This design comes from an exercise in tuning for small area, a short achievable clock period and few clock cycles on the open sky130 flow, not from production work.
Where RTL was checked, it was by simulation tests only, not by an equivalence proof against the original.
No activity file was given, so power comes from the tool's default toggle rates.

// approx_mac_top
module approx_mac_top (
    input  wire                         clk,
    input  wire                         arst_n,
    input  wire [33:0]                  cmd,     
    input  wire                         cmd_valid,
    output logic                        cmd_ready,
    output logic [151:0]                result,  
    output logic                        result_valid,
    input  wire                         result_ready
);
For scale: ~2200 cells after synthesis, about 270 flip-flops, roughly 190 I/O pins.
export LEC_CHECK = 0
export CAP_MARGIN = 20
export CORE_MARGIN = 2
export CORE_UTILIZATION = 40
export SETUP_SLACK_MARGIN = 5
export SLEW_MARGIN = 20
export SYNTH_HIERARCHICAL = 1
create_clock -name core_clock -period 9.0 [get_ports {clk}]
run.sh (not shown) runs the stock make flow with config.mk's settings and CLKGATE_MAP_FILE= SYNTH_SCRIPT=/design/flow/synth_recipe.tcl, a recipe that flattens the netlist after the stock synthesis.
The first run went through all stages and came out clean.
Testbench counts at the start, summed over its fixed seeds: cycles 8,399.
Rerun with:
--- a/flow/design.v
+++ b/flow/design.v
@@ -1769,44 +1769,52 @@
     assign at_w78 = acc[39];
     assign acc_s = {at_w76, at_w74, at_w72, at_w70, at_w68, at_w66, at_w64, at_w62, at_w60, at_w58, at_w56, at_w54, at_w52, at_w50, at_w48, at_w46, at_w44, at_w42, at_w40, at_w38, at_w36, at_w34, at_w32, at_w30, at_w28, at_w26, at_w24, at_w22, at_w20, at_w18, at_w16, at_w14, at_w12, at_w10, at_w8, at_w6, at_w4, at_w2, at_w1, acc[0]};
     assign acc_c = {at_w77, at_w75, at_w73, at_w71, at_w69, at_w67, at_w65, at_w63, at_w61, at_w59, at_w57, at_w55, at_w53, at_w51, at_w49, at_w47, at_w45, at_w43, at_w41, at_w39, at_w37, at_w35, at_w33, at_w31, at_w29, at_w27, at_w25, at_w23, at_w21, at_w19, at_w17, at_w15, at_w13, at_w11, at_w9, at_w7, at_w5, at_w3, pr_q[2], pr_q[0]};
     assign ehi = {1'b1, er_q[10], er_q[8], er_q[6], er_q[4], er_q[2], er_q[0], 1'b1} + {1'b0, 1'b0, er_q[9], er_q[7], er_q[5], er_q[3], er_q[1], elo_q[14]};
     assign d = {ehi[7:1], elo_q[13:0]};
     logic [48-1:0]  err_sum;
     logic [19:0]            max_q;
     logic [32-1:0] approx_cnt;
     logic                   neg;
     logic [19:0]            d_inv;    
     logic [19:0]            abs_err;  
-    logic [48:0]            sum_nxt;
+    logic [22:0]            sum_lo;   
+    logic [26:0]            sum_hi1;  
     logic [21:0]            cmp;      
     assign neg     = d[20];
     assign d_inv   = d[19:0] ^ {20{neg}};
     assign abs_err = d_inv + {19'b0, neg};
-    assign sum_nxt = {err_sum, 1'b1} + {28'b0, d_inv, neg};
+    assign sum_lo  = {1'b0, err_sum[20:0], 1'b1} + {2'b0, d_inv, neg};
+    assign sum_hi1 = err_sum[47:21] + 1'b1;
+    logic [20:0] acc_lo;
+    logic [19:0] acc_hi0;
+    logic [19:0] acc_hi1;
+    assign acc_lo  = {1'b0, acc_s[19:0]} + {1'b0, acc_c[19:0]};
+    assign acc_hi0 = acc_s[39:20] + acc_c[39:20];
+    assign acc_hi1 = acc_s[39:20] + acc_c[39:20] + 20'd1;
     assign cmp     = {1'b0, d_inv, 1'b1} + {1'b0, ~max_q, neg};
     always_ff @(posedge clk or negedge arst_n) begin
         if (!arst_n) begin
             acc        <= '0;
             err_sum    <= '0;
             max_q      <= '0;
             approx_cnt <= '0;
         end else if (b_clr) begin
             acc        <= '0;
             err_sum    <= '0;
             max_q      <= '0;
             approx_cnt <= '0;
         end else begin
-            if (b_apx || b_exa) acc <= acc_s + acc_c;  
+            if (b_apx || b_exa) acc <= {acc_lo[20] ? acc_hi1 : acc_hi0, acc_lo[19:0]};  
             if (b_apx) begin
-                err_sum    <= sum_nxt[48:1];
+                err_sum    <= {sum_lo[22] ? sum_hi1 : err_sum[47:21], sum_lo[21:1]};
                 approx_cnt <= approx_cnt + 1'b1;
                 if (cmp[21]) max_q <= abs_err;
             end
         end
     end
     assign result_s.acc        = acc;
     assign result_s.err_sum    = err_sum;
     assign result_s.err_max    = {12'b0, max_q};
     assign result_s.approx_cnt = approx_cnt;
 endmodule
 `default_nettype wire
What happened: The new run went through all stages and came out clean. Routed wire length rises slightly. Cell area rises by a few percent. Non-clock buffer count rises by 56. Global-route usage rises by 0.62 points. Via count rises by a few percent. Utilization rises by 1.8 points. Clock-buffer cell count falls by 7. Power rises by roughly a tenth. Critical path depth rises by 6. Combinational power rises by about a fifth. Setup slack loses 0.68 ns.
The RTL of the second run of this note was laid out without a check of its function.

approx_mac_top, a different RTL version from the one above (not shown whole).
For scale: roughly 2200 cells after synthesis, roughly 270 flip-flops, about 190 I/O pins.
clock: 9.0 ns
lec_check: 0
cap_margin: 20
core_margin: 2
core_utilization: 40
setup_slack_margin: 5
slew_margin: 20
synth_hierarchical: 1
==> next run, changes <==
--- a/flow/design.v
+++ b/flow/design.v
@@ -1425,18 +1425,26 @@
     logic [48-1:0]  err_sum;
     logic [19:0]            max_q;
     logic [32-1:0] approx_cnt;
     logic                   neg;
     logic [19:0]            d_inv;    
     logic [19:0]            abs_err;  
-    logic [48:0]            sum_nxt;
+    logic [22:0]            sum_lo;   
+    logic [26:0]            sum_hi1;  
     logic [21:0]            cmp;      
     assign neg     = d[20];
     assign d_inv   = d[19:0] ^ {20{neg}};
     assign abs_err = d_inv + {19'b0, neg};
-    assign sum_nxt = {err_sum, 1'b1} + {28'b0, d_inv, neg};
+    assign sum_lo  = {1'b0, err_sum[20:0], 1'b1} + {2'b0, d_inv, neg};
+    assign sum_hi1 = err_sum[47:21] + 1'b1;
+    logic [20:0] acc_lo;
+    logic [19:0] acc_hi0;
+    logic [19:0] acc_hi1;
+    assign acc_lo  = {1'b0, acc_s[19:0]} + {1'b0, acc_c[19:0]};
+    assign acc_hi0 = acc_s[39:20] + acc_c[39:20];
+    assign acc_hi1 = acc_s[39:20] + acc_c[39:20] + 20'd1;
     assign cmp     = {1'b0, d_inv, 1'b1} + {1'b0, ~max_q, neg};
     always_ff @(posedge clk or negedge arst_n) begin
         if (!arst_n) begin
             acc        <= '0;
             err_sum    <= '0;
             max_q      <= '0;
@@ -1444,15 +1452,15 @@
         end else if (b_clr) begin
             acc        <= '0;
             err_sum    <= '0;
             max_q      <= '0;
             approx_cnt <= '0;
         end else begin
-            if (b_apx || b_exa) acc <= acc_s + acc_c;  
+            if (b_apx || b_exa) acc <= {acc_lo[20] ? acc_hi1 : acc_hi0, acc_lo[19:0]};  
             if (b_apx) begin
-                err_sum    <= sum_nxt[48:1];
+                err_sum    <= {sum_lo[22] ? sum_hi1 : err_sum[47:21], sum_lo[21:1]};
                 approx_cnt <= approx_cnt + 1'b1;
                 if (cmp[21]) max_q <= abs_err;
             end
         end
     end
     assign result_s.acc        = acc;
Clock skew falls by 0.0039 ns.
Clock-buffer cell count went down by 4.
Die area decreases by 0.55%.
Area after synthesis falls by 0.56%.
Total power increases by 6.2%.
Setup slack gets worse by 0.21 ns.
Via count is lower by 1.4%.
Function was not checked in any run of this note: the RTL went through the layout flow alone.

[static timing again, ports no longer ideal]
The flow's constraints put no driver on any port. The routed layouts listed below were extracted and timed again, unchanged, in two steps. Step 1: set_driving_cell puts a clkbuf_16 on clk and a buf_2 on each other input, an assumption about the parent block. Step 2 adds t to the input delays and takes it off the output delays; t is the mean of the earliest and latest rising clock arrival at the registers after step 1. Input paths then give back, and output paths get back, about the clock's delay inside the block. a / b / c = ideal ports / drivers / drivers and shift; a / b = the first two.
run | t, ns | setup slack, ns | worst hold slack (ns) | clock arrival spread, ns | worst slew at a driven data input, ns
the first run of note 1 | 0.597 | 5.042 / 5.042 / 5.042 | 0.506 / 0.506 / 0.506 | 0.028 / 0.027 | 0.07
the second run of note 1 | 0.603 | 4.361 / 4.361 / 4.361 | 0.518 / 0.518 / 0.518 | 0.021 / 0.021 | 0.10
the first run of note 2 | 0.603 | 5.000 / 5.000 / 5.000 | 0.515 / 0.515 / 0.515 | 0.028 / 0.028 | 0.07
the second run of note 2 | 0.613 | 4.790 / 4.790 / 4.790 | 0.513 / 0.513 / 0.513 | 0.026 / 0.025 | 0.04
After both steps every run listed still meets setup and hold.
